What follows belongs to an exercise in optimizing a design on an open flow for small area, a short achievable clock period and few clock cycles per item; a production flow would make more cautious choices. The RTL was checked by simulation tests, not by an equivalence proof against the original design. Power is estimated from default activity; no workload was simulated.

`config.mk`:
```
export PLATFORM = sky130hd
export DESIGN_NAME = multi_slot_interval_timer
export DESIGN_NICKNAME = multi_slot_interval_timer
export VERILOG_FILES = /design/flow/design.v
export SDC_FILE = /design/flow/constraint.sdc
export NUM_CORES = 4
export LEC_CHECK = 0
export CAP_MARGIN = 20
export CORE_MARGIN = 2
export CORE_UTILIZATION = 40
export SETUP_SLACK_MARGIN = 2.5
export SLEW_MARGIN = 20
```
`constraint.sdc`:
```
create_clock -name core_clock -period 7.0 [get_ports {clk}]
set_input_delay 1.4000 -clock core_clock [delete_from_list [all_inputs] [get_ports {clk}]]
set_output_delay 1.4000 -clock core_clock [all_outputs]
set_load 0.01 [all_outputs]
```
`design.v`:
```
`timescale 1ns / 1ps
`default_nettype none
package mst_pkg;
  localparam int NUM_SLOTS = 8;
  localparam logic [3:0] OP_TICK = 4'd0, OP_ADD = 4'd1, OP_REMOVE = 4'd2,
    OP_START_ALL = 4'd3, OP_START_ONE = 4'd4, OP_START_FIRE = 4'd5, OP_STOP_ALL = 4'd6,
    OP_STOP_ONE = 4'd7, OP_CALL = 4'd8, OP_FORCE = 4'd9, OP_QUERY = 4'd10;
  localparam logic [1:0] ST_OK = 2'd0;
  localparam logic [1:0] ST_NOT_FOUND = 2'd1;
  localparam logic [1:0] ST_FULL = 2'd2;
  localparam logic [1:0] ST_CHANGED = 2'd3;
  localparam logic [1:0] MODE_ONCE = 2'd0;
  localparam logic [1:0] MODE_COUNTED = 2'd1;
endpackage
`default_nettype wire
`timescale 1ns / 1ps
`default_nettype none
module mst_cy #(parameter int W = 32) (
  input  wire logic [W-1:0] a,
  input  wire logic [W-1:0] b,
  output logic              co
);
  logic [2*W-1:1] g, p;
  for (genvar i = 0; i < W; i++) begin : g_leaf
    if (i == 0) begin : g_cin
      assign g[W] = a[0] | b[0];
      assign p[W] = 1'b0;
    end else begin : g_bit
      assign g[W+i] = a[i] & b[i];
      assign p[W+i] = a[i] | b[i];
    end
  end
  for (genvar i = W - 1; i >= 1; i--) begin : g_node
    assign g[i] = g[2*i+1] | (p[2*i+1] & g[2*i]);
    assign p[i] = p[2*i+1] & p[2*i];
  end
  assign co = g[1];
endmodule
module mst_cell (
  input  wire logic        clk,
  input  wire logic        vp,         
  input  wire logic [7:0]  event_id,
  input  wire logic [31:0] now,
  input  wire logic [31:0] new_interval,
  input  wire logic [1:0]  new_mode,
  input  wire logic [15:0] new_limit,
  input  wire logic        new_enable,
  input  wire logic        clear_count,
  input  wire logic        t_tick,
  input  wire logic        t_add,
  input  wire logic        t_start_all,
  input  wire logic        t_stop_all,
  input  wire logic        t_start_one,
  input  wire logic        t_start_fire,
  input  wire logic        t_stop_one,
  input  wire logic        t_call,
  input  wire logic        app,        
  output logic             hit,
  output logic             due,
  output logic [7:0]       id,
  output logic [31:0]      ival,
  output logic [1:0]       mode,
  output logic             en,
  output logic [31:0]      lt,
  output logic [15:0]      cnt
);
  logic [15:0] lim;
  logic [15:0] cinc;
  logic dis, addh, tk, inc, clr0;
  logic [31:0] s, c;
  logic c1, ct, ge_c;
  assign s = now ^ ~lt ^ ~ival;
  assign c = (now & ~lt) | (now & ~ival) | (~lt & ~ival);
  mst_cy #(.W(32)) u_c1 (.a(now), .b(~lt), .co(c1));
  mst_cy #(.W(32)) u_ct (.a(s), .b({c[30:0], 1'b1}), .co(ct));
  mst_cy #(.W(16)) u_cl (.a(cinc), .b(~lim), .co(ge_c));
  assign hit  = vp && (id == event_id);
  assign due  = vp && en && (c[31] ^ ct ^ c1);
  assign cinc = cnt + 16'd1;
  assign dis  = (mode == mst_pkg::MODE_ONCE) || (mode == mst_pkg::MODE_COUNTED && ge_c);
  assign addh = t_add && (hit || app);
  assign tk   = t_tick && due;
  assign inc  = ((t_start_fire || t_call) && hit) || (tk && !dis);
  assign clr0 = addh || t_stop_all || (t_stop_one && hit && clear_count) || (tk && dis);
  always_ff @(posedge clk) begin
    if (app) id <= event_id;
    if (addh) begin
      ival <= new_interval;
      mode <= new_mode;
      lim  <= new_limit;
    end
    if (addh || t_start_all || ((t_start_one || t_start_fire) && hit) ||
        (t_call && hit && en) || tk)
      lt <= now;
    if (addh) en <= (hit && en) || new_enable;
    else if (tk) en <= !dis;
    else if (t_start_all || ((t_start_one || t_start_fire) && hit)) en <= 1'b1;
    else if (t_stop_all || (t_stop_one && hit)) en <= 1'b0;
    if (inc) cnt <= cinc;
    else if (clr0) cnt <= 16'd0;
  end
endmodule
`default_nettype wire
`timescale 1ns / 1ps
`default_nettype none
import mst_pkg::*;
module multi_slot_interval_timer (
  input  wire logic        clk,
  input  wire logic        rst,
  input  wire logic        start,
  output logic             busy,
  input  wire logic [3:0]  opcode,
  input  wire logic [7:0]  event_id,
  input  wire logic [31:0] now,
  input  wire logic [31:0] new_interval,
  input  wire logic [1:0]  new_mode,
  input  wire logic [15:0] new_limit,
  input  wire logic        new_enable,
  input  wire logic        clear_count,
  output logic             strobe,
  output logic             kind,
  output logic [1:0]       status,
  output logic [7:0]       fired_id,
  output logic [31:0]      fire_time,
  output logic [15:0]      fire_count,
  output logic [31:0]      slot_interval,
  output logic [1:0]       slot_mode,
  output logic             slot_enabled,
  output logic             last
);
  localparam int N = NUM_SLOTS;
  logic acc;
  logic t_tick, t_add, t_remove, t_start_all, t_start_one, t_start_fire, t_stop_all;
  logic t_stop_one, t_call, t_force, t_query, t_item;
  logic [N-1:0] vp;           
  logic [N-1:0] rem;          
  logic [N-1:0] sel;          
  logic [N-1:0] hitv, duev, appv, freev, cur, show;
  logic found, full;
  logic [7:0]  s_id   [N];
  logic [31:0] s_ival [N];
  logic [1:0]  s_mode [N];
  logic        s_en   [N];
  logic [31:0] s_lt   [N];
  logic [15:0] s_cnt  [N];
  logic [N-1:0] ord [N];
  logic         bef [N][N];
  always_comb begin
    busy = 1'b0;
    for (int p = 0; p < N; p++)
      for (int q = p + 1; q < N; q++)
        if (rem[p] && rem[q]) busy = 1'b1;
  end
  assign acc = start && !busy && !rst;
  assign t_tick       = acc && opcode == OP_TICK;
  assign t_add        = acc && opcode == OP_ADD;
  assign t_remove     = acc && opcode == OP_REMOVE;
  assign t_start_all  = acc && opcode == OP_START_ALL;
  assign t_start_one  = acc && opcode == OP_START_ONE;
  assign t_start_fire = acc && opcode == OP_START_FIRE;
  assign t_stop_all   = acc && opcode == OP_STOP_ALL;
  assign t_stop_one   = acc && opcode == OP_STOP_ONE;
  assign t_call       = acc && opcode == OP_CALL;
  assign t_force      = acc && opcode == OP_FORCE;
  assign t_query      = acc && opcode == OP_QUERY;
  assign t_item       = acc && opcode != OP_TICK && opcode <= OP_QUERY;
  for (genvar g = 0; g < N; g++) begin : g_cell
    mst_cell u_cell (
      .clk(clk), .vp(vp[g]), .event_id(event_id), .now(now), .new_interval(new_interval),
      .new_mode(new_mode), .new_limit(new_limit), .new_enable(new_enable),
      .clear_count(clear_count), .t_tick(t_tick), .t_add(t_add),
      .t_start_all(t_start_all), .t_stop_all(t_stop_all), .t_start_one(t_start_one),
      .t_start_fire(t_start_fire), .t_stop_one(t_stop_one), .t_call(t_call),
      .app(appv[g]), .hit(hitv[g]), .due(duev[g]), .id(s_id[g]), .ival(s_ival[g]),
      .mode(s_mode[g]), .en(s_en[g]), .lt(s_lt[g]), .cnt(s_cnt[g]));
  end
  assign found = |hitv;
  assign full  = &vp;
  always_comb begin
    freev = '0;
    for (int i = N - 1; i >= 0; i--) if (!vp[i]) freev = N'(1) << i;
  end
  assign appv = (t_add && !found) ? freev : '0;
  always_comb begin
    for (int p = 0; p < N; p++)
      for (int q = 0; q < N; q++)
        bef[q][p] = (q < p) ? ord[q][p] : (q > p) ? !ord[p][q] : 1'b0;
    for (int p = 0; p < N; p++) begin
      cur[p] = rem[p];
      for (int q = 0; q < N; q++) if (bef[q][p] && rem[q]) cur[p] = 1'b0;
    end
  end
  logic item;
  always_ff @(posedge clk) begin
    if (rst) begin
      vp <= '0;
      rem <= '0;
      item <= 1'b0;
    end else begin
      vp <= (vp | appv) & ~(t_remove ? hitv : '0);
      rem <= t_tick ? duev : (rem & ~cur);
      item <= t_item;
    end
  end
  always_ff @(posedge clk) begin
    for (int p = 0; p < N; p++)
      if (appv[p])
        for (int q = 0; q < N; q++) begin
          if (q < p) ord[q][p] <= 1'b1;
          if (q > p) ord[p][q] <= 1'b0;
        end
  end
  logic [7:0] rid;
  logic [31:0] rnow;
  logic ftnow, rkind;
  logic [1:0] rstatus;
  always_ff @(posedge clk) begin
    rnow <= now;
    sel <= (t_add || t_start_one || t_start_fire || t_stop_one || t_call || t_force ||
            t_query) ? (hitv | appv) : '0;
    rkind <= (t_start_fire || t_call || t_force) && found;
    if (!t_item) rstatus <= ST_OK;
    else if (t_add) rstatus <= found ? ST_CHANGED : (full ? ST_FULL : ST_OK);
    else rstatus <= (found || t_start_all || t_stop_all) ? ST_OK : ST_NOT_FOUND;
    rid <= (t_item && !t_start_all && !t_stop_all) ? event_id : 8'd0;
    ftnow <= (t_call || t_force) && found;
  end
  assign show = sel | cur;
  assign strobe = item || (|rem);
  assign kind = rkind || (|rem);
  assign status = rstatus;
  assign last = !busy;
  always_comb begin
    fired_id = rid;
    fire_time = ftnow ? rnow : 32'd0;
    fire_count = '0;
    slot_interval = '0;
    slot_mode = '0;
    slot_enabled = 1'b0;
    for (int p = 0; p < N; p++) begin
      fired_id |= show[p] ? s_id[p] : 8'd0;
      fire_time |= (show[p] && !ftnow) ? s_lt[p] : 32'd0;
      fire_count |= show[p] ? s_cnt[p] : 16'd0;
      slot_interval |= show[p] ? s_ival[p] : 32'd0;
      slot_mode |= show[p] ? s_mode[p] : 2'd0;
      slot_enabled |= show[p] && s_en[p];
    end
  end
endmodule
`default_nettype wire
```
`run.sh`:
```
#!/bin/bash
# synth_recipe.tcl (not shown) runs the flow's synth.tcl, then flattens the netlist and writes it again
# the make line also repeats each setting of config.mk as NAME=value (left out here)
make -C /OpenROAD-flow-scripts/flow DESIGN_CONFIG=/design/flow/config.mk WORK_HOME=/design/flow/orfs CLKGATE_MAP_FILE= SYNTH_SCRIPT=/design/flow/synth_recipe.tcl finish
```
==> metrics.md, run 1 <==
| Metric | Value |
|---|---|
| Outcome | `complete, no violations` |
| Seq/Total Area, Yosys | `0.4682` |
| Final Hold Viols | `0` |
| DP HPWL | `about 160000 µm` |
| Fin crit share | `0.7056` |
| Post-synth EDFFs | `856` |
| Routed vias | `roughly 48000` |
| Critical Path RT | `approximately 5600 ps` |
| Tot Pwr | `about 14 mW` |
| Clock Sinks | `approximately 950` |
| Commonest non-fill, non-tap cell in the layout | `edfxtp_1` |
| Clk slew on worst S/H paths | `approximately 70 ps` |
| Fin. max-slew vios | `0` |
| Synth warn | `12` |
| Routability Congestion | `between 0.9 and 1` |
| Die ar. | `roughly 0.15 mm²` |
| Drt first pass iters | `8` |
| Power per standard cell area | `between 150 and 200 mW/mm²` |
| Initial antenna violation count | `24` |
| Clk Latency, worst-skew pair | `slightly above 800 ps` |
| Hold Buf Count CTS | `0` |
| Post-Syn Instances | `5215` |
| Site Rows | `140` |
| Minimum clock period | `about 4900 ps` |
| Die W | `just under 400 µm` |
| Num CTS Buffers | `~110` |
| DRC errors left | `0` |
| Register bit total from synthesis | `~950` |
| Fillers | `about 13000` |
| Reg area | `between 0.02 and 0.03 mm²` |
| Final core utilization | `0.5220` |
| Worst-path fanout max | `6` |
| Port-buffer cells | `between 150 and 200` |
| Final WL | `248500 µm` |
| Antenna viol nets, final | `0` |
| Netlist Area Pre-Place | `slightly below 0.06 mm²` |
| Maximum VDD drop | `around 0.21 mV` |
| Peak Freq | `202.5 MHz` |
| H-tree Lvls | `3` |
| Initial Util | `0.4042` |
| TritonCTS clock tree | `done` |
| Root buf cell | `clkbuf_16` |
| Commonest non-fill, non-tap cells in the layout | `856 x edfxtp_1, 716 x inv_1, 502 x ha_1` |
| Worst Hold Class | `flop to flop` |
| First-pass GRT wire length | `between 300000 and 400000 µm` |
| Netlist cell types | `96` |
| Main synth FF type | `edfxtp_1` |
| Area share of the largest cell type after synthesis | `0.4353` |
| Largest net degree at the start of global routing | `a little over 50` |
| Asr flop ratio synth | `0` |
| Setup ws final | `just over 2000 ps` |
| Synth area leader | `edfxtp_1` |
| Max-Cap Viols | `0` |
| Worst Clk Skew | `~100 ps` |
| WS Path Type | `flop to primary output` |
| Layout net count | `between 6000 and 7000` |
| Leakage | `~30 nW` |
| Layout cells sized above 1 | `0.2249` |
| Via/cell ratio | `6.044` |
| Endpoint type of the worst setup path | `primary output` |
| Final setup viols | `0` |
| Pre-CTS setup slack | `405.0 ps` |
| Relative slew slack | `0.2007` |
| Syn Area/Cell | `roughly 11 µm²` |
| Area growth from synthesis to layout | `29.16%` |
| Total track usage | `0.3134` |
| Drt initial violations | `just under 6000` |
| Top post-synthesis cells by area | `edfxtp_1 44%, ha_1 11%, fa_1 8.4%, inv_1 4.7%, dfxtp_1 3.3%` |
| Clock tree buffer depth | `3` |
| Die Y | `388.2 µm` |
| Arr. time, crit path | `roughly 3500 ps` |
| Routed length per instance | `between 30 and 40 µm` |
| CP startpoint kind | `flop` |
| Worst-margin pin slew | `roughly 1200 ps` |
| Core footprint | `approximately 0.15 mm²` |
| Footprint of the multi-input gates | `a little over 0.03 mm²` |
| I/O pin count | `196` |
| GRT Residual Overflow | `0` |
| Vias in the first global route | `between 40000 and 50000` |
| RSZ-0062 raised after global routing | `yes` |
## where the power goes
part	switching, mW	internal (mW)
combinational	0.783	0.520
sequential	0.0278	6.21
clock	2.61	3.46
total	3.42	10.2
## synthesized netlist by cell type, drive strengths merged, types with 63 or more instances
| library cell | instances |
|---|---|
| a22oi | 138 |
| xnor2 | 113 |
| maj3 | 81 |
| o22ai | 63 |
| o21ai | 101 |
| a21oi | 239 |
| xor2 | 78 |
| fa | 248 |
| nand2 | 242 |
| inv | 742 |
| clkbuf | 113 |
| dfxtp | 97 |
| nand2b | 81 |
| a221oi | 131 |
| ha | 504 |
| nor2 | 334 |
| nor2b | 69 |
| a22o | 104 |
| nand3 | 165 |
| edfxtp | 856 |
## layout make-up
type / count / area share
diodes: 13 / 0.0004266
repair inverters: 1 / 0.00009844
well taps: 1917 / 0.03145
inverters: 744 / 0.03765
repair buffers: 739 / 0.1104
multi-input cells: 3376 / 0.4081
flip-flops and latches: 953 / 0.3630
clock inverters: 73 / 0.01217
clock buffers: 131 / 0.03669
## registers in the layout, indices dropped and copies added, names as in the netlist
register,cells
g_cell.u_cell.lt,256
sel,8
g_cell.u_cell.cnt,128
rem,8
ftnow,1
ord,28
rnow,32
rstatus,2
g_cell.u_cell.ival,256
g_cell.u_cell.lim,128
g_cell.u_cell.mode,16
g_cell.u_cell.en,8
rkind,1
rid,8
item,1
g_cell.u_cell.id,64
vp,8
## worst paths after layout
path                           start                     end  slack (ps)  depth (start not counted)
min reg2reg                ord[0][5]               ord[0][5]         460                          2
min                        ord[0][5]               ord[0][5]         460                          2
max reg2reg  g_cell[0].u_cell.lt[15]  g_cell[0].u_cell.lt[9]        2540                         16
max                           rem[0]           fire_time[30]        2060                         13
## through the flow
stage	hold WS, ps	setup TNS, ps	instances	instance area [µm²]
finish	458.8	0	7947	76260
global route	480.8	0	7938	76240
CTS	455.8	0	7797	73460
detailed placement	448.1	0	7355	64870
global placement	447.5	-23820	7354	64860
floorplan	430.5	0	5215	59620
## cell families after synthesis
logic type,Yosys count,share of synthesized area
mux,4,0.0006781
fa+ha+maj,833,0.2047
xor+xnor,191,0.02833
simple gates,1193,0.09956
flops,953,0.4682
buf+inv,893,0.05779
compound gates,1148,0.1407
## timing repair
item,in CTS,in global routing
pin swaps,198,224
buffers inserted,192,121
gates cloned,46,16
gates resized for setup,975,404
endpoints found under the setup margin,947,723
## routing by layer
| metal | vias up | track usage | wire [µm] |
|---|---|---|---|
| met5 | - | 0 | 176 |
| met4 | 26 | 0.1536 | 15010 |
| met3 | 698 | 0.07611 | 28650 |
| met2 | 3032 | 0.4884 | 111700 |
| met1 | 24035 | 0.4084 | 92930 |
| li1 | 20244 | - | - |
## worst max-delay path: stages (launching register included)
cell and delay (ps):
dfxtp_4 400, nand2_1 60, o21ai_1 70, a221o_1 160, a2111oi_2 50, buf_4 170
or2_4 250, nor2b_4 140, buf_12 180, buf_8 130, a22o_1 190, a221oi_2 260
nand4_1 410, buf_2 290
Testbench counts, summed over its fixed seeds: cycles 4,048, commands 3,200.
==> run 2, diff against run 1 <==
--- a/design.v
+++ b/design.v
@@ -15,7 +15,7 @@
 `default_nettype wire
 `timescale 1ns / 1ps
 `default_nettype none
-module mst_cy #(parameter int W = 32) (
+module mst_cy #(parameter int W = 32, parameter bit CI = 1'b0) (
   input  wire logic [W-1:0] a,
   input  wire logic [W-1:0] b,
   output logic              co
@@ -23,7 +23,11 @@
   logic [2*W-1:1] g, p;
   for (genvar i = 0; i < W; i++) begin : g_leaf
     if (i == 0) begin : g_cin
-      assign g[W] = a[0] | b[0];
+      if (CI) begin : g_one
+        assign g[W] = a[0] | b[0];
+      end else begin : g_zero
+        assign g[W] = a[0] & b[0];
+      end
       assign p[W] = 1'b0;
     end else begin : g_bit
       assign g[W+i] = a[i] & b[i];
@@ -41,9 +45,10 @@
   input  wire logic        vp,         
   input  wire logic [7:0]  event_id,
   input  wire logic [31:0] now,
+  input  wire logic [31:0] nnow,       
   input  wire logic [31:0] new_interval,
   input  wire logic [1:0]  new_mode,
-  input  wire logic [15:0] new_limit,
+  input  wire logic [15:0] new_limit_n,   
   input  wire logic        new_enable,
   input  wire logic        clear_count,
   input  wire logic        t_tick,
@@ -64,18 +69,18 @@
   output logic [31:0]      lt,
   output logic [15:0]      cnt
 );
-  logic [15:0] lim;
+  logic [15:0] limn;
   logic [15:0] cinc;
   logic dis, addh, tk, inc, clr0;
-  logic [31:0] s, c;
-  logic c1, ct, ge_c;
-  assign s = now ^ ~lt ^ ~ival;
-  assign c = (now & ~lt) | (now & ~ival) | (~lt & ~ival);
-  mst_cy #(.W(32)) u_c1 (.a(now), .b(~lt), .co(c1));
-  mst_cy #(.W(32)) u_ct (.a(s), .b({c[30:0], 1'b1}), .co(ct));
-  mst_cy #(.W(16)) u_cl (.a(cinc), .b(~lim), .co(ge_c));
+  logic [31:0] sn, m;
+  logic c1n, ctn, ge_c;
+  assign sn = nnow ^ lt ^ ival;
+  assign m  = (nnow & lt) | (nnow & ival) | (lt & ival);
+  mst_cy #(.W(32), .CI(1'b0)) u_c1 (.a(nnow), .b(lt), .co(c1n));
+  mst_cy #(.W(32), .CI(1'b0)) u_ct (.a(sn), .b({m[30:0], 1'b0}), .co(ctn));
+  mst_cy #(.W(16), .CI(1'b1)) u_cl (.a(cinc), .b(limn), .co(ge_c));
   assign hit  = vp && (id == event_id);
-  assign due  = vp && en && (c[31] ^ ct ^ c1);
+  assign due  = vp && en && !(m[31] ^ ctn ^ c1n);
   assign cinc = cnt + 16'd1;
   assign dis  = (mode == mst_pkg::MODE_ONCE) || (mode == mst_pkg::MODE_COUNTED && ge_c);
   assign addh = t_add && (hit || app);
@@ -87,7 +92,7 @@
     if (addh) begin
       ival <= new_interval;
       mode <= new_mode;
-      lim  <= new_limit;
+      limn <= new_limit_n;
     end
     if (addh || t_start_all || ((t_start_one || t_start_fire) && hit) ||
         (t_call && hit && en) || tk)
@@ -166,8 +171,8 @@
   assign t_item       = acc && opcode != OP_TICK && opcode <= OP_QUERY;
   for (genvar g = 0; g < N; g++) begin : g_cell
     mst_cell u_cell (
-      .clk(clk), .vp(vp[g]), .event_id(event_id), .now(now), .new_interval(new_interval),
-      .new_mode(new_mode), .new_limit(new_limit), .new_enable(new_enable),
+      .clk(clk), .vp(vp[g]), .event_id(event_id), .now(now), .nnow(~now), .new_interval(new_interval),
+      .new_mode(new_mode), .new_limit_n(~new_limit), .new_enable(new_enable),
       .clear_count(clear_count), .t_tick(t_tick), .t_add(t_add),
       .t_start_all(t_start_all), .t_stop_all(t_stop_all), .t_start_one(t_start_one),
       .t_start_fire(t_start_fire), .t_stop_one(t_stop_one), .t_call(t_call),
--- a/config.mk
+++ b/config.mk
@@ -7,6 +7,10 @@
 export LEC_CHECK = 0
 export CAP_MARGIN = 20
 export CORE_MARGIN = 2
-export CORE_UTILIZATION = 40
-export SETUP_SLACK_MARGIN = 2.5
+export CORE_UTILIZATION = 60
+export CTS_BUF_LIST = sky130_fd_sc_hd__clkbuf_8
+export CTS_CLUSTER_SIZE = 20
+export SETUP_SLACK_MARGIN = 3.0
 export SLEW_MARGIN = 20
+export SYNTH_HIERARCHICAL = 1
+export TNS_END_PERCENT = 0
==> run 2 against run 1 <==
Effect of this change:
- still clean on timing, DRC and antenna
- clock power fell by 13%
- sequential power barely moved
- die area fell by 38%
- final area fell by 14%
- sequential share of layout area rose by 5.9 points
- core utilization rose by 21 points
- global-route usage rose by 15 points
- critical path type unchanged
- largest cell class is now registers
==> metrics.md, run 2 <==
| Metric | Value |
|---|---|
| Area growth from synthesis to layout | `20.74%` |
| Cell area after layout | `between 0.06 and 0.07 mm²` |
| Clock Sinks | `between 900 and 1000` |
| Area share of the largest cell type after synthesis | `0.4733` |
| Most frequent cell after synthesis | `edfxtp_1` |
| Worst-path fanout max | `5` |
| Leakage | `between 20 and 25 nW` |
| Max-Cap Viols | `0` |
| Commonest non-fill, non-tap cells in the layout | `856 x edfxtp_1, 318 x nor2_1, 295 x inv_1` |
| Hold slack final | `approximately 460 ps` |
| Worst Clk Skew | `44.50 ps` |
| Post-synth top cells | `856 x edfxtp_1, 327 x nor2_1, 295 x inv_1, 264 x a22oi_1, 256 x fa_1` |
| Top post-synthesis cells by area | `edfxtp_1 47%, fa_1 9.4%, a22oi_1 3.6%, dfxtp_1 3.6%, a222oi_1 2.3%` |
| Final WL | `about 220000 µm` |
| Routed length per instance | `about 34 µm` |
| Drt initial violations | `~8500` |
| CP cell instances | `clkinvlp_4, o2111ai_4, nor3_4, buf_6, buf_12, or2_4, a222oi_1, nand3_1, clkdlybuf4s15_2` |
| Placed Cells | `about 6000` |
| Clock tree buffer depth | `3` |
| Crit-path slowest cell | `a222oi_1` |
| Antenna viol nets, final | `0` |
| Post-Syn Instances | `between 4000 and 5000` |
| First-pass GRT wire length | `approximately 310000 µm` |
| Die W | `304.9 µm` |
| Drt first pass iters | `12` |
| Outcome | `complete, no violations` |
| Netlist cell types | `76` |
| Site Rows | `110` |
| Largest net degree at the start of global routing | `slightly above 50` |
| TritonCTS clock tree | `done` |
| Commonest non-fill, non-tap cell in the layout | `edfxtp_1` |
| CP startpoint kind | `flop` |
| Synth area leader | `edfxtp_1` |
| Fin. max-slew vios | `0` |
| RSZ-0062 raised after global routing | `yes` |
| Num CTS Buffers | `between 150 and 200` |
| DRC errors left | `0` |
| Layout net count | `around 5500` |
| H-tree Lvls | `4` |
| Routability Congestion | `about 1.1` |
| Vias in the first global route | `45357` |
| Largest regs | `g_cell.u_cell.ival (256), g_cell.u_cell.lt (256)` |
| Fillers | `roughly 6300` |
| Arr. time, crit path | `3520 ps` |
| Synth warn | `18` |
| WS Path Type | `flop to primary output` |
| Reg-to-Reg Start | `g_cell[2].u_cell.cnt[0]` |
| HP Start | `ord[0][3]` |
| Clk slew on worst S/H paths | `roughly 70 ps` |
| Fin crit share | `0.7033` |
| Worst Setup SP | `rem[6]` |
| Root buf cell | `clkbuf_8` |
| Register bit total from synthesis | `between 900 and 1000` |
| Port-buffer cells | `a little under 200` |
| Worst-margin pin slew | `between 1000 and 1500 ps` |
| Die Y | `slightly above 300 µm` |
| Post-synth EDFFs | `between 800 and 900` |
| Layout cells sized above 1 | `0.1918` |
| Initial Util | `0.6043` |
| Relative slew slack | `0.2039` |
| Main synth FF type | `edfxtp_1` |
| Routed vias | `around 48000` |
| Worst Hold Class | `flop to flop` |
| Power per standard cell area | `190.9 mW/mm²` |
| DP HPWL | `approximately 140000 µm` |
| GRT Residual Overflow | `0` |
| Die ar. | `0.09294 mm²` |
| I/O pin count | `196` |
| Via/cell ratio | `around 7.4` |
| Seq/Total Area, Yosys | `0.5090` |
| Netlist Area Pre-Place | `approximately 0.054 mm²` |
| CP top delay family | `compound AO/OA/AOI/OAI gates` |
| Minimum clock period | `between 4000 and 5000 ps` |
| Buf/Inv on CP | `4` |
| Final Hold Viols | `0` |
| Peak Freq | `just over 200 MHz` |
| Total track usage | `0.4639` |
| Maximum VDD drop | `approximately 0.22 mV` |
| Critical Path RT | `5600 ps` |
| Final Non-Filler Cells | `6496` |
| Initial antenna violation count | `16` |
| Syn Area/Cell | `~12 µm²` |
| DP Area | `around 0.059 mm²` |
| Final setup viols | `0` |
| Asr flop ratio synth | `0` |
| Clk Latency, worst-skew pair | `roughly 890 ps` |
| Max stage delay on crit path | `between 600 and 700 ps` |
| Hold Buf Count CTS | `0` |
| Fin Setup TNS | `0 ps` |
| Core footprint | `about 0.09 mm²` |
| Endpoint type of the worst setup path | `primary output` |
-- run 2: routing by layer --
metal  global-route usage  vias up  wire length, µm
li1                     -    19559                -
met1               0.5693    22813            72250
met2               0.6889     4327            94810
met3               0.1499     1053            32920
met4               0.3405       12            20830
met5              0.01447        -              235
-- run 2: report_power, final --
| part | total, mW | switching, mW | leakage (nW) | internal [mW] |
|---|---|---|---|---|
| Clock | 5.28 | 2.44 | 1.83 | 2.84 |
| Sequential | 6.24 | 0.0291 | 8.65 | 6.21 |
| Combinational | 0.998 | 0.622 | 13.4 | 0.376 |
-- run 2: worst reg2reg max path: stages (launching register included) --
cell	delay [ps]
edfxtp_1	450
ha_1	250
nand4_1	360
nor4_1	480
xnor2_1	170
inv_1	120
o22a_1	130
o21ai_1	70
or3_1	450
nor4_1	560
or3_1	350
inv_1	100
a21oi_1	240
and2b_1	240
a21oi_4	130
buf_12	140
clkbuf_16	170
nor2_2	40
-- run 2: cells by family (layout without fill, tap and decap cells) --
family | after synthesis | count (layout) | share of synthesized area
buf+inv | 436 | 1118 | 0.03193
compound gates | 1552 | 1552 | 0.2102
fa+ha+maj | 288 | 288 | 0.1012
flops | 953 | 953 | 0.5090
mux | 1 | 1 | 0.0001843
other cells | 8 | 24 | 0.0005529
xor+xnor | 185 | 185 | 0.03186
simple gates | 1185 | 1199 | 0.1151
-- run 2: through the flow --
stage	power, mW	worst slack, ps	utilization
after floorplan	6.861	2351	-
after detailed placement	7.262	594.1	0.6612
after CTS	12.47	2187	0.7208
final	12.52	2077	0.7297
after global routing	12.83	2086	0.7295
after global placement	7.247	600.7	0.6611
-- run 2: repair_timing --
action | CTS | global route
gates resized for setup | 324 | 82
hold endpoints to repair | 0 | 0
setup endpoints to repair | 1111 | 1054
buffers inserted | 106 | 40
pin swaps | 97 | 36
cloned | 26 | 7
-- run 2: path summary, 6_finish.rpt --
check                           slack, ps  cells past startpoint                       end
worst max-delay path                 2080                      9              slot_mode[0]
worst min-delay path                  460                      2                 ord[0][3]
worst max register to register       2320                     17  g_cell[2].u_cell.cnt[14]
worst min register to register        460                      2                 ord[0][3]
-- run 2: area by class of cell --
type / instances / area (µm²) / share of cell area
clock inverter: 121 / 1045 / 0.01593
multi-input combinational: 3241 / 26070 / 0.3976
tap: 1176 / 1471 / 0.02244
antenna: 8 / 20.02 / 0.0003053
inverter: 298 / 1257 / 0.01918
timing repair buffer: 528 / 5713 / 0.08712
clock buffer: 167 / 2298 / 0.03505
sequential: 953 / 27680 / 0.4221
timing repair inverter: 4 / 20.02 / 0.0003053
-- run 2: modules after synthesis (local to each module, per instance), a selection --
module / cell area (µm²) / copies in the design / cells inside
multi_slot_interval_timer: 8718 / 1 / 1136
mst_cell: 4589 / 8 / 256
Testbench counts of run 2, summed over its fixed seeds: cycles 4,048, commands 3,200.
==> run 3, diff against run 2 <==
--- a/design.v
+++ b/design.v
@@ -139,8 +139,8 @@
   logic t_stop_one, t_call, t_force, t_query, t_item;
   logic [N-1:0] vp;           
   logic [N-1:0] rem;          
-  logic [N-1:0] sel;          
-  logic [N-1:0] hitv, duev, appv, freev, cur, show;
+  logic [N-1:0] show;         
+  logic [N-1:0] hitv, duev, appv, freev, src, first;
   logic found, full;
   logic [7:0]  s_id   [N];
   logic [31:0] s_ival [N];
@@ -150,12 +150,7 @@
   logic [15:0] s_cnt  [N];
   logic [N-1:0] ord [N];
   logic         bef [N][N];
-  always_comb begin
-    busy = 1'b0;
-    for (int p = 0; p < N; p++)
-      for (int q = p + 1; q < N; q++)
-        if (rem[p] && rem[q]) busy = 1'b1;
-  end
+  assign busy = |rem;
   assign acc = start && !busy && !rst;
   assign t_tick       = acc && opcode == OP_TICK;
   assign t_add        = acc && opcode == OP_ADD;
@@ -190,21 +185,21 @@
     for (int p = 0; p < N; p++)
       for (int q = 0; q < N; q++)
         bef[q][p] = (q < p) ? ord[q][p] : (q > p) ? !ord[p][q] : 1'b0;
+    src = t_tick ? duev : rem;
     for (int p = 0; p < N; p++) begin
-      cur[p] = rem[p];
-      for (int q = 0; q < N; q++) if (bef[q][p] && rem[q]) cur[p] = 1'b0;
-    end
-  end
-  logic item;
+      first[p] = src[p];
+      for (int q = 0; q < N; q++) if (bef[q][p] && src[q]) first[p] = 1'b0;
+    end
+  end
   always_ff @(posedge clk) begin
     if (rst) begin
       vp <= '0;
       rem <= '0;
-      item <= 1'b0;
+      strobe <= 1'b0;
     end else begin
       vp <= (vp | appv) & ~(t_remove ? hitv : '0);
-      rem <= t_tick ? duev : (rem & ~cur);
-      item <= t_item;
+      rem <= src & ~first;
+      strobe <= t_item || (|src);
     end
   end
   always_ff @(posedge clk) begin
@@ -217,23 +212,18 @@
   end
   logic [7:0] rid;
   logic [31:0] rnow;
-  logic ftnow, rkind;
-  logic [1:0] rstatus;
+  logic ftnow;
   always_ff @(posedge clk) begin
     rnow <= now;
-    sel <= (t_add || t_start_one || t_start_fire || t_stop_one || t_call || t_force ||
-            t_query) ? (hitv | appv) : '0;
-    rkind <= (t_start_fire || t_call || t_force) && found;
-    if (!t_item) rstatus <= ST_OK;
-    else if (t_add) rstatus <= found ? ST_CHANGED : (full ? ST_FULL : ST_OK);
-    else rstatus <= (found || t_start_all || t_stop_all) ? ST_OK : ST_NOT_FOUND;
+    show <= first | ((t_add || t_start_one || t_start_fire || t_stop_one || t_call ||
+                      t_force || t_query) ? (hitv | appv) : '0);
+    kind <= (|src) || ((t_start_fire || t_call || t_force) && found);
+    if (!t_item) status <= ST_OK;
+    else if (t_add) status <= found ? ST_CHANGED : (full ? ST_FULL : ST_OK);
+    else status <= (found || t_start_all || t_stop_all) ? ST_OK : ST_NOT_FOUND;
     rid <= (t_item && !t_start_all && !t_stop_all) ? event_id : 8'd0;
     ftnow <= (t_call || t_force) && found;
   end
-  assign show = sel | cur;
-  assign strobe = item || (|rem);
-  assign kind = rkind || (|rem);
-  assign status = rstatus;
   assign last = !busy;
   always_comb begin
     fired_id = rid;
==> run 3 against run 2 <==
Effect of this change:
- count of clock-buffer cells in the layout rose by 1
- final area shrank 2.3%
- via count is 5.0% lower
- flip-flop and latch count did not move
- register-to-register slack gained 490 ps
- clock power down 1%
- synthesized cell count fell by 4.7%
- final cell count down 2.8%
- combinational power increased by 12%
- still clean
- critical endpoint is now g_cell[0].u_cell.lt[28]
- total power increased by 0.39%
- sequential share of layout area increased by 0.98 points
- fmax rose by 5.7%
==> metrics.md, run 3 <==
| Metric | Value |
|---|---|
| Outcome | `complete, no violations` |
| First-pass GRT wire length | `291400 µm` |
| Initial Util | `0.6029` |
| Hold path depth | `2` |
| Max-Cap Viols | `0` |
| Routed vias | `about 45000` |
| Layout net count | `~5400` |
| Arr. time, crit path | `roughly 5300 ps` |
| Num CTS Buffers | `roughly 160` |
| DP HPWL | `about 140000 µm` |
| Register bit total from synthesis | `about 950` |
| Reg-to-Reg Start | `g_cell[2].u_cell.lt[23]` |
| Initial antenna violation count | `18` |
| Syn Area/Cell | `around 12 µm²` |
| Fin crit share | `0.6651` |
| Worst-margin pin slew | `1126 ps` |
| GRT Residual Overflow | `0` |
| Switching Fraction | `0.2478` |
| Die Y | `~300 µm` |
| Commonest non-fill, non-tap cells in the layout | `856 x edfxtp_1, 358 x a22oi_1, 327 x nor2_1` |
| Met2 GRT Util | `0.6786` |
| R2R depth | `17` |
| Clk slew on worst S/H paths | `around 60 ps` |
| Largest net degree at the start of global routing | `60` |
| GR Util met1 | `0.5589` |
| Leakage | `23.43 nW` |
| Fin. max-slew vios | `0` |
| Drt first pass iters | `13` |
| Seq pwr share | `0.496` |
| Post-synth EDFFs | `around 860` |
| Worst Clk Skew | `approximately 41 ps` |
| DRC errors left | `0` |
| RSZ-0062 raised after global routing | `yes` |
| Synth area leader | `edfxtp_1` |
| Routability Congestion | `roughly 1.0` |
| Total track usage | `0.4483` |
| Site Rows | `109` |
| Final setup viols | `0` |
| Main synth FF type | `edfxtp_1` |
| Endpoint type of the worst setup path | `flop` |
| Final Non-Filler Cells | `roughly 6300` |
| Post-synth top cells | `856 x edfxtp_1, 359 x a22oi_1, 339 x nor2_1, 256 x fa_1, 230 x inv_1` |
| Area share of the largest cell type after synthesis | `0.4847` |
| Relative slew slack | `0.2428` |
| Worst-path fanout max | `12` |
| Power per standard cell area | `196.1 mW/mm²` |
| Largest regs | `g_cell.u_cell.ival (256), g_cell.u_cell.lt (256)` |
| Top post-synthesis cells by area | `edfxtp_1 48%, fa_1 9.7%, a22oi_1 5.1%, dfxtp_1 3.7%, nor2_1 2.4%` |
| Critical Path RT | `around 7600 ps` |
| Post-Syn Instances | `between 4000 and 5000` |
| Placed Cells | `5864` |
| Synth warn | `18` |
| Asr flop ratio synth | `0` |
| Clock tree buffer depth | `3` |
| Net Sw Power | `about 3.1 mW` |
| Routed length per instance | `32.44 µm` |
| Clock Sinks | `953` |
| Vias in the first global route | `between 40000 and 50000` |
| Clk pwr share | `0.415` |
| CP startpoint kind | `input port` |
| M3 GR Usage | `0.1325` |
| Seq/Total Area, Yosys | `0.5213` |
| Core footprint | `between 0.08 and 0.09 mm²` |
| Worst Hold Class | `flop to flop` |
| Netlist cell types | `84` |
| Drt initial violations | `between 6000 and 7000` |
| WS Path Type | `input port to flop` |
| Commonest non-fill, non-tap cell in the layout | `edfxtp_1` |
| Maximum VDD drop | `around 0.21 mV` |
| Die ar. | `0.09079 mm²` |
| Die W | `between 300 and 400 µm` |
| Worst Setup SP | `now[19]` |
| Antenna viol nets, final | `0` |
| Global route hottest layer | `met2` |
| Fin Setup TNS | `0 ps` |
| I/O pin count | `196` |
| Root buf cell | `clkbuf_8` |
| TritonCTS clock tree | `done` |
| Area growth from synthesis to layout | `20.84%` |
| Port-buffer cells | `between 150 and 200` |
| Netlist Area Pre-Place | `between 0.05 and 0.06 mm²` |
| Layout cells sized above 1 | `0.2049` |
| Clk Latency, worst-skew pair | `between 800 and 900 ps` |
| Most frequent cell after synthesis | `edfxtp_1` |
| Peak Freq | `around 210 MHz` |
| Tot Pwr | `between 10 and 15 mW` |
| HP Start | `ord[0][6]` |
| Int Pwr | `roughly 9.5 mW` |
| Minimum clock period | `roughly 4700 ps` |
| Via/cell ratio | `around 7.2` |
| Hold slack final | `466.7 ps` |
| Final WL | `just over 200000 µm` |
| Combinational group share of total power | `0.089` |
| Final Hold Viols | `0` |
| H-tree Lvls | `4` |
run 3: changes by cell type after synthesis, sizes merged, moves of 20 or more:
cell and change:
a22oi +95, a222oi -87, inv -60, a21oi -37
clkbuf -33, a32oi -32, and4 +32, nand3 -21
nor4 -21, nor3 -20
run 3: layout make-up:
class,count,area [µm²]
Clock buffer,168,2312
Timing Repair inverter,2,10.01
Inverter,239,1005
Clock inverter,118,984.7
Antenna cell,8,20.02
Fill cell,6094,23880
Sequential cell,953,27680
Multi-Input combinational cell,3107,25200
Timing Repair Buffer,557,5419
Tap cell,1165,1458
run 3: power groups by stage:
stage / clock network (mW) / logic, mW / registers, mW
after CTS: 5.23 / 1.05 / 6.23
after global placement: 0 / 0.942 / 6.35
after global routing: 5.47 / 1.18 / 6.23
final: 5.22 / 1.12 / 6.23
after floorplan: 0 / 0.511 / 6.34
after detailed placement: 0 / 0.954 / 6.35
run 3: cells by family after synthesis:
family,after synthesis,share of synthesized area
flops,953,0.5213
compound gates,1481,0.2017
fa+ha+maj,288,0.1036
simple gates,1131,0.1141
xor+xnor,185,0.03263
mux,1,0.0001887
other cells,8,0.0005662
buf+inv,346,0.02597
run 3: metrics by stage:
stage | worst slack, ps | utilization | instance area [µm²]
CTS | 2488 | 0.7235 | 63640
global route | 2303 | 0.7284 | 64080
finish | 2344 | 0.7285 | 64090
floorplan | 1992 | - | 53230
global placement | 458.6 | 0.6620 | 58230
detailed placement | 413.6 | 0.6620 | 58230
run 3: repair_timing:
action                      CTS  global route
gates resized for setup     312            91
gates cloned                  8             1
pin swaps                    90            42
setup endpoints to repair  1004          1058
hold buffers                  0             0
setup buffers               126            24
run 3: worst max-delay path, stage by stage:
cell        delay [ps]
buf_4              160
clkinvlp_4         140
buf_4              160
buf_4              180
fa_1               550
o22ai_1            230
o32ai_1            120
a21oi_1            330
o31ai_1            140
a211oi_1           260
nand2_1            100
xnor3_2            360
nor3b_4             90
nor2_2             370
nand3_4            320
buf_12             300
run 3: layer usage:
layer,wire (µm),vias to the layer above
li1,-,18666
met1,69120,21923
met2,90530,3811
met3,28080,956
met4,17030,18
met5,156,-
run 3: worst paths after layout:
kind                             endpoint  slack (ps)
setup / recovery  g_cell[0].u_cell.lt[28]        2340
hold / removal                  ord[0][6]         470
setup reg to reg                   rem[4]        2810
hold reg to reg                 ord[0][6]         470
run 3: Yosys stat by module, one instance, submodules excluded, a selection:
module / copies in the design / cell area (µm²) / cells
mst_cell: 8 / 4569 / 250
multi_slot_interval_timer: 1 / 7602 / 969
Testbench counts of run 3, summed over its fixed seeds: cycles 4,048, commands 3,200.
==> run 4, diff against run 3 <==
==> flow/run.sh (new file) <==
#!/bin/bash
# The standard layout, with the port buffers made of buf_2 cells instead of the
# cell buffer_ports picks by default (a clkdlybuf4s50, slow and larger).
set -o pipefail
export BUFFER_PORTS_ARGS="-buffer_cell sky130_fd_sc_hd__buf_2"
cp standard.sh standard_copy.log 2>/dev/null
bash standard.sh > standard.log 2>&1
==> standard.sh (new file) <==
#!/bin/bash
# synth_recipe.tcl (not shown) runs the flow's synth.tcl, then flattens the netlist and writes it again
# the make line also repeats each setting of config.mk as NAME=value (left out here)
make -C /OpenROAD-flow-scripts/flow DESIGN_CONFIG=/design/flow/config.mk WORK_HOME=/design/flow/orfs CLKGATE_MAP_FILE= SYNTH_SCRIPT=/design/flow/synth_recipe.tcl "${@:-finish}"
removed: run.sh
==> run 4 against run 3 <==
Effect of this change:
- die area did not move
- critical endpoint is now g_cell[1].u_cell.lt[11]
- final cell count fell by 1.4%
- synthesized cell count stayed put
- synthesized area is the same
- highest routed layer unchanged
- first-iteration DRC count up 4.0%
- critical path type unchanged
- wire length about the same
- core utilization is 2.4 points lower
- total power is 3.3% lower
- via count down 0.93%
- clock skew increased by 9.6 ps
- clock power down 6.7%
==> metrics.md, run 4 <==
| Metric | Value |
|---|---|
| Main synth FF type | `edfxtp_1` |
| Synth warn | `18` |
| Site Rows | `109` |
| Die W | `between 300 and 400 µm` |
| Register bit total from synthesis | `between 900 and 1000` |
| Port-buffer cells | `195` |
| Max-Cap Viols | `0` |
| Post-synth EDFFs | `between 800 and 900` |
| Worst Clk Skew | `50.48 ps` |
| Area growth from synthesis to layout | `16.92%` |
| Worst-path fanout max | `32` |
| Reg-to-Reg Start | `g_cell[5].u_cell.lt[23]` |
| Clk slew on worst S/H paths | `about 50 ps` |
| GRT Residual Overflow | `0` |
| Fillers | `between 6000 and 7000` |
| Outcome | `complete, no violations` |
| Antenna viol nets, final | `0` |
| Num CTS Buffers | `~160` |
| Clock Sinks | `953` |
| Routed length per instance | `32.94 µm` |
| Minimum clock period | `roughly 4700 ps` |
| Endpoint type of the worst setup path | `flop` |
| Netlist cell types | `84` |
| R2r endpoint | `rem[3]` |
| Most frequent cell after synthesis | `edfxtp_1` |
| Post-synth top cells | `856 x edfxtp_1, 359 x a22oi_1, 339 x nor2_1, 256 x fa_1, 230 x inv_1` |
| Switching Fraction | `0.2525` |
| Clock tree buffer depth | `3` |
| FF-to-FF setup slack | `about 2700 ps` |
| DP HPWL | `138100 µm` |
| Final core utilization | `0.7050` |
| Routability Congestion | `~1.0` |
| Worst Hold Class | `flop to flop` |
| Combinational group share of total power | `0.087` |
| Hold path depth | `2` |
| Cell area after layout | `0.06201 mm²` |
| Final setup viols | `0` |
| Commonest non-fill, non-tap cells in the layout | `856 x edfxtp_1, 358 x a22oi_1, 328 x nor2_1` |
| Clk pwr share | `0.400` |
| Int Pwr | `between 9 and 10 mW` |
| Largest net degree at the start of global routing | `60` |
| Clk Latency, worst-skew pair | `~880 ps` |
| HP Start | `ord[0][1]` |
| R2R depth | `16` |
| Post-Syn Instances | `4393` |
| Largest regs | `g_cell.u_cell.ival (256), g_cell.u_cell.lt (256)` |
| Relative slew slack | `0.2130` |
| Final WL | `a little over 200000 µm` |
| Total track usage | `0.4450` |
| Root buf cell | `clkbuf_8` |
| Vias in the first global route | `around 43000` |
| Area share of the largest cell type after synthesis | `0.4847` |
| TritonCTS clock tree | `done` |
| Arr. time, crit path | `between 5000 and 6000 ps` |
| Power per standard cell area | `just under 200 mW/mm²` |
| Syn Area/Cell | `~12 µm²` |
| Leakage | `around 23 nW` |
| WHS Endpoint | `ord[0][1]` |
| Worst-margin pin slew | `between 1000 and 1500 ps` |
| Final Hold Viols | `0` |
| Seq/Total Area, Yosys | `0.5213` |
| Seq pwr share | `0.513` |
| H-tree Lvls | `4` |
| Asr flop ratio synth | `0` |
| Synth area leader | `edfxtp_1` |
| Die ar. | `roughly 0.091 mm²` |
| Commonest non-fill, non-tap cell in the layout | `edfxtp_1` |
| Core footprint | `~0.088 mm²` |
| Netlist Area Pre-Place | `~0.053 mm²` |
| Initial Util | `0.6029` |
| Fin crit share | `0.6781` |
| Layout cells sized above 1 | `0.2189` |
| Initial antenna violation count | `22` |
| CP startpoint kind | `input port` |
| Critical Path RT | `7520 ps` |
| I/O pin count | `~200` |
| Routed vias | `44953` |
| Via/cell ratio | `7.219` |
| Fin. max-slew vios | `0` |
| Fin Setup TNS | `0 ps` |
| DP Area | `between 0.05 and 0.06 mm²` |
| RSZ-0062 raised after global routing | `yes` |
| WS Path Type | `input port to flop` |
| First-pass GRT wire length | `a little under 300000 µm` |
| Top post-synthesis cells by area | `edfxtp_1 48%, fa_1 9.7%, a22oi_1 5.1%, dfxtp_1 3.7%, nor2_1 2.4%` |
| Drt initial violations | `7160` |
| Layout net count | `5291` |
| Maximum VDD drop | `0.1980 mV` |
| DRC errors left | `0` |
| Net Sw Power | `slightly above 3 mW` |
| Drt first pass iters | `9` |
| Peak Freq | `roughly 210 MHz` |
| Die Y | `301.3 µm` |
==> run 4: changes by cell type in the layout (fill, tap and decap cells not counted), sizes merged, moves of 9 or more <==
cell,delta
clkinv,+9
inv,-12
clkdlybuf4s50,-155
clkinvlp,+19
buf,+77
==> run 4: worst max path at each step <==
stage | cells past startpoint | endpoint | slack (ps) | startpoint
after global routing | 18 | rem[4] | 2320 | now[22]
after floorplan | 15 | rem[4] | 1990 | now[10]
after detailed placement | 16 | rem[4] | 720 | now[1]
after CTS | 17 | rem[4] | 2520 | now[3]
final | 17 | g_cell[1].u_cell.lt[11] | 2250 | now[20]
after global placement | 16 | rem[4] | 740 | now[1]
==> run 4: cells by family (layout without fill, tap and decap cells) <==
| logic type | count (synthesis) | count (layout) | share of synthesized area |
|---|---|---|---|
| AO/OA/AOI/OAI | 1481 | 1483 | 0.2017 |
| XOR/XNOR | 185 | 185 | 0.03263 |
| adder cells (fa/ha/maj) | 288 | 288 | 0.1036 |
| buffers and inverters | 346 | 995 | 0.02597 |
| flip-flops | 953 | 953 | 0.5213 |
| multiplexers | 1 | 1 | 0.0001887 |
| other | 8 | 26 | 0.0005662 |
| AND/OR/NAND/NOR | 1131 | 1131 | 0.1141 |
==> run 4: power by group through the flow <==
stage          Clock [mW]  Combinational (mW)  Sequential (mW)
6_report             4.87                1.06             6.23
5_1_grt              5.13                1.11             6.23
4_1_cts              4.89               0.964             6.23
3_5_place_dp            0               0.874             6.35
3_3_place_gp            0               0.864             6.35
2_1_floorplan           0               0.511             6.34
==> run 4: area by class of cell <==
| type | instances | area (µm²) | area share |
|---|---|---|---|
| Sequential cell | 953 | 27680 | 0.4464 |
| Tap cell | 1165 | 1458 | 0.02351 |
| Clock inverter | 118 | 793.3 | 0.01279 |
| Multi-Input combinational cell | 3104 | 25040 | 0.4039 |
| Inverter | 239 | 1045 | 0.01685 |
| Timing Repair Buffer | 463 | 3650 | 0.05886 |
| Clock buffer | 164 | 2257 | 0.03640 |
| Antenna cell | 10 | 25.02 | 0.0004035 |
| Timing Repair inverter | 11 | 60.06 | 0.0009685 |
==> run 4: stage by stage <==
step | power, mW | hold slack, ps | std cells | worst slack, ps
2_1_floorplan | 6.852 | 432.7 | 4401 | 1992
3_3_place_gp | 7.210 | 455.2 | 5775 | 742.2
3_5_place_dp | 7.221 | 457.6 | 5775 | 724.2
4_1_cts | 12.08 | 469.9 | 6172 | 2518
5_1_grt | 12.46 | 510.9 | 6224 | 2324
6_report | 12.15 | 483.3 | 6227 | 2253
==> run 4: worst max-delay path, cell delays in order <==
cell	delay, ps
clkbuf_4	170
inv_2	70
buf_8	160
buf_4	190
fa_1	570
nor2_1	60
nor3_2	130
buf_4	180
o211ai_1	260
o31ai_2	490
a211oi_2	160
nand2_1	90
xnor3_2	370
nor3b_4	310
nor2_1	120
nand3_2	130
buf_12	320
==> run 4: per-module statistics from Yosys, one instance, submodules excluded, excerpt <==
module / cells inside / cell area, µm²
mst_cell: 250 / 4569
multi_slot_interval_timer: 969 / 7602
==> run 4: repair_timing <==
action,4_1_cts,5_1_grt
buffers inserted,99,41
pin swaps,43,59
hold buffers,0,0
endpoints found under the setup margin,969,1019
cloned,16,3
gates resized for setup,133,133
==> run 4: routing by layer <==
layer,vias to the layer above,global-route usage,part of all wire
met3,860,0.1193,0.13
met4,18,0.2787,0.074
met1,21976,0.5765,0.35
met5,-,0,0.00050
met2,3592,0.6693,0.44
li1,18507,-,-
==> run 5, diff against run 4 <==
--- a/config.mk
+++ b/config.mk
@@ -8,8 +8,8 @@
 export CAP_MARGIN = 20
 export CORE_MARGIN = 2
 export CORE_UTILIZATION = 60
-export CTS_BUF_LIST = sky130_fd_sc_hd__clkbuf_8
-export CTS_CLUSTER_SIZE = 20
+export CTS_BUF_LIST = sky130_fd_sc_hd__clkbuf_4
+export CTS_CLUSTER_SIZE = 30
 export SETUP_SLACK_MARGIN = 3.0
 export SLEW_MARGIN = 20
 export SYNTH_HIERARCHICAL = 1
==> run 5 against run 4 <==
Effect of this change:
- global-route usage shrank 0.41 points
- flip-flop and latch count is the same
- setup slack gained 260 ps
- worst hold slack lost 91 ps
- combinational power shrank 4%
- sequential power is essentially flat
- still clean on timing, DRC and antenna
- total power shrank 0.36%
==> metrics.md, run 5 <==
| Metric | Value |
|---|---|
| Outcome | `complete, no violations` |
| Commonest non-fill, non-tap cells in the layout | `856 x edfxtp_1, 353 x clkbuf_4, 351 x a22oi_1` |
| Largest net degree at the start of global routing | `60` |
| Area growth from synthesis to layout | `16.56%` |
| Total track usage | `0.4409` |
| Commonest non-fill, non-tap cell in the layout | `edfxtp_1` |
| Asr flop ratio synth | `0` |
| Register bit total from synthesis | `around 950` |
| Relative slew slack | `0.2830` |
| Core footprint | `between 0.08 and 0.09 mm²` |
| Combinational group share of total power | `0.084` |
| TritonCTS clock tree | `done` |
| Worst Clk Skew | `69.94 ps` |
| Reg-to-Reg Start | `g_cell[1].u_cell.lt[3]` |
| Post-synth EDFFs | `between 800 and 900` |
| Leakage | `around 23 nW` |
| Worst-margin pin slew | `roughly 1100 ps` |
| Worst Setup SP | `now[22]` |
| Netlist cell types | `84` |
| Tot Pwr | `around 12 mW` |
| Clock tree buffer depth | `3` |
| H-tree Lvls | `4` |
| DP Area | `0.05632 mm²` |
| Layout cells sized above 1 | `0.2361` |
| Num CTS Buffers | `240` |
| Net Sw Power | `approximately 3.1 mW` |
| Root buf cell | `clkbuf_4` |
| Cell area after layout | `approximately 0.062 mm²` |
| Clk slew on worst S/H paths | `approximately 70 ps` |
| Syn Area/Cell | `between 10 and 15 µm²` |
| Vias in the first global route | `approximately 43000` |
| DP HPWL | `about 140000 µm` |
| Die ar. | `between 0.09 and 0.1 mm²` |
| Site Rows | `109` |
| Clock Sinks | `roughly 950` |
| Synth warn | `18` |
| Arr. time, crit path | `~5300 ps` |
| GRT Residual Overflow | `0` |
| Post-synth top cells | `856 x edfxtp_1, 359 x a22oi_1, 339 x nor2_1, 256 x fa_1, 230 x inv_1` |
| Fillers | `between 6000 and 7000` |
| Layout net count | `~5400` |
| Max-Cap Viols | `0` |
| DRC errors left | `0` |
| Fin. max-slew vios | `0` |
| Routed vias | `around 45000` |
| Int Pwr | `about 9 mW` |
| Seq pwr share | `0.514` |
| Fin crit share | `0.6405` |
| Routed length per instance | `32.33 µm` |
| Post-Syn Instances | `roughly 4400` |
| Antenna viol nets, final | `0` |
| Final Hold Viols | `0` |
| Endpoint type of the worst setup path | `flop` |
| Top post-synthesis cells by area | `edfxtp_1 48%, fa_1 9.7%, a22oi_1 5.1%, dfxtp_1 3.7%, nor2_1 2.4%` |
| Critical Path RT | `just under 8000 ps` |
| Minimum clock period | `approximately 4500 ps` |
| Switching Fraction | `0.2551` |
| Final setup viols | `0` |
| Worst Hold Class | `input port to flop` |
| CP startpoint kind | `input port` |
| Initial Util | `0.6029` |
| Clk Latency, worst-skew pair | `approximately 1200 ps` |
| Netlist Area Pre-Place | `about 0.053 mm²` |
| Area share of the largest cell type after synthesis | `0.4847` |
| Final Non-Filler Cells | `around 6400` |
| Initial antenna violation count | `17` |
| Fin Setup TNS | `0 ps` |
| Drt first pass iters | `7` |
| RSZ-0062 raised after global routing | `yes` |
| Die W | `around 300 µm` |
| Seq/Total Area, Yosys | `0.5213` |
| Main synth FF type | `edfxtp_1` |
| Final WL | `just over 200000 µm` |
| WS Path Type | `input port to flop` |
| Hold Buf Count CTS | `0` |
| Power per standard cell area | `195.9 mW/mm²` |
| Placed Cells | `5775` |
| Port-buffer cells | `195` |
| Worst-path fanout max | `10` |
| Synth area leader | `edfxtp_1` |
| Clk pwr share | `0.402` |
| Largest regs | `g_cell.u_cell.ival (256), g_cell.u_cell.lt (256)` |
| Maximum VDD drop | `~0.19 mV` |
| HP Start | `now[3]` |
| I/O pin count | `around 200` |
| Drt initial violations | `slightly above 7000` |
| Peak Freq | `approximately 220 MHz` |
| Most frequent cell after synthesis | `edfxtp_1` |
| Routability Congestion | `between 1 and 1.5` |
| Via/cell ratio | `~7.1` |
| First-pass GRT wire length | `286600 µm` |
| Die Y | `between 300 and 400 µm` |
## run 5: cell counts after synthesis
No cell type changed its count.
## run 5: metal layers
| layer | vias to the layer above | wire length, µm | share of wire | global-route usage |
|---|---|---|---|---|
| met1 | 21999 | 71970 | 0.35 | 0.5692 |
| met3 | 844 | 27260 | 0.13 | 0.1188 |
| met2 | 3640 | 91730 | 0.44 | 0.6700 |
| met5 | - | 58 | 0.00028 | 0 |
| li1 | 18785 | - | - | - |
| met4 | 10 | 15150 | 0.073 | 0.2650 |
## run 5: cell families (layout without fill, tap and decap cells)
| logic type | Yosys count | after routing | share of synthesized area |
|---|---|---|---|
| buffers and inverters | 346 | 1145 | 0.02597 |
| XOR/XNOR | 185 | 185 | 0.03263 |
| other | 8 | 26 | 0.0005662 |
| flip-flops | 953 | 953 | 0.5213 |
| adder cells (fa/ha/maj) | 288 | 288 | 0.1036 |
| multiplexers | 1 | 1 | 0.0001887 |
| AO/OA/AOI/OAI | 1481 | 1482 | 0.2017 |
| AND/OR/NAND/NOR | 1131 | 1131 | 0.1141 |
## run 5: repair_timing
item	in CTS	in global routing
buffers inserted	50	66
endpoints found under the setup margin	864	943
cloned	13	11
pin swaps	29	41
resized for setup	84	131
## run 5: worst paths after layout
path | endpoint | slack [ps] | cells after the start
worst max-delay path | g_cell[2].u_cell.lt[0] | 2520 | 16
worst max register to register | rem[4] | 2590 | 13
worst min register to register | ord[0][5] | 470 | 2
worst min-delay path | rnow[3] | 390 | 1
## run 5: per-stage QoR
stage / setup slack [ps] / util / hold slack [ps]
floorplan: 1992 / - / 432.7
global placement: 742.2 / 0.6403 / 455.2
detailed placement: 724.2 / 0.6403 / 457.6
CTS: 2598 / 0.6871 / 341.9
global route: 2462 / 0.7027 / 358.5
finish: 2517 / 0.7027 / 392.1
## run 5: area by class of cell
| type | instances | area, µm² | share of cell area |
|---|---|---|---|
| diodes | 10 | 25.02 | 0.0004048 |
| clock buffers | 343 | 2575 | 0.04165 |
| clock inverters | 107 | 591.8 | 0.009574 |
| inverters | 239 | 1031 | 0.01668 |
| multi-input cells | 3103 | 24800 | 0.4011 |
| flip-flops and latches | 953 | 27680 | 0.4478 |
| well taps | 1165 | 1458 | 0.02358 |
| repair buffers | 445 | 3606 | 0.05833 |
| repair inverters | 11 | 55.05 | 0.0008906 |
## run 5: power groups by stage
| stage | Clock [mW] | Sequential (mW) | Combinational (mW) |
|---|---|---|---|
| global placement | 0 | 6.35 | 0.864 |
| CTS | 4.91 | 6.22 | 0.921 |
| detailed placement | 0 | 6.35 | 0.874 |
| floorplan | 0 | 6.34 | 0.511 |
| global route | 5.19 | 6.22 | 1.07 |
| finish | 4.87 | 6.22 | 1.02 |
## run 5: critical path, stage by stage
cell and delay, ps:
buf_4 170, clkinvlp_4 210, buf_12 200, fa_1 580, o22ai_1 110, nor3_2 330
o211ai_1 300, o31ai_2 400, a211oi_2 120, nand2_1 90, xnor3_2 360, buf_4 180
nor3b_4 220, nor2_2 90, nand3_4 250, buf_6 310
## run 5: per-module statistics from Yosys, one instance, submodules excluded, a selection
module	copies in the design	cell area, µm²	flops+latches
mst_cell	8	4569	107
multi_slot_interval_timer	1	7602	97

-- static timing again, ports no longer ideal --
The flow's constraints put no driver on any port. The routed layouts listed below were extracted and timed again, unchanged, in two steps.
Step 1, drivers: a clkbuf_16 drives clk and a buf_2 each remaining input, both assumed.
Step 2 adds t to the input delays and takes it off the output delays; t is the mean of the earliest and latest rising clock arrival at the registers after step 1. Input paths then give back, and output paths get back, about the clock's delay inside the block.
Slacks: ideal ports / drivers / drivers and shift; pairs: ideal ports / drivers.
| run | t (ns) | slack for setup (ns) | worst setup path at the end | worst register clock-pin slew, ns | pins driven straight from the clock port |
|---|---|---|---|---|---|
| run 1 | 0.841 | 2.061 / 1.977 / 1.480 | input to register | 0.07 / 0.07 | 1 |
| run 2 | 0.942 | 2.077 / 2.006 / 1.172 | input to register | 0.07 / 0.07 | 1 |
| run 3 | 0.928 | 2.344 / 2.344 / 1.447 | input to register | 0.07 / 0.07 | 1 |
| run 4 | 0.932 | 2.253 / 2.303 / 1.371 | input to register | 0.07 / 0.07 | 1 |
| run 5 | 1.248 | 2.517 / 2.542 / 1.312 | input to register | 0.08 / 0.08 | 1 |
After both steps setup and hold are still met in every run listed. The setup slack of run 5, which loses most, moves by +0.025 ns with the drivers and by -1.205 ns with both steps.
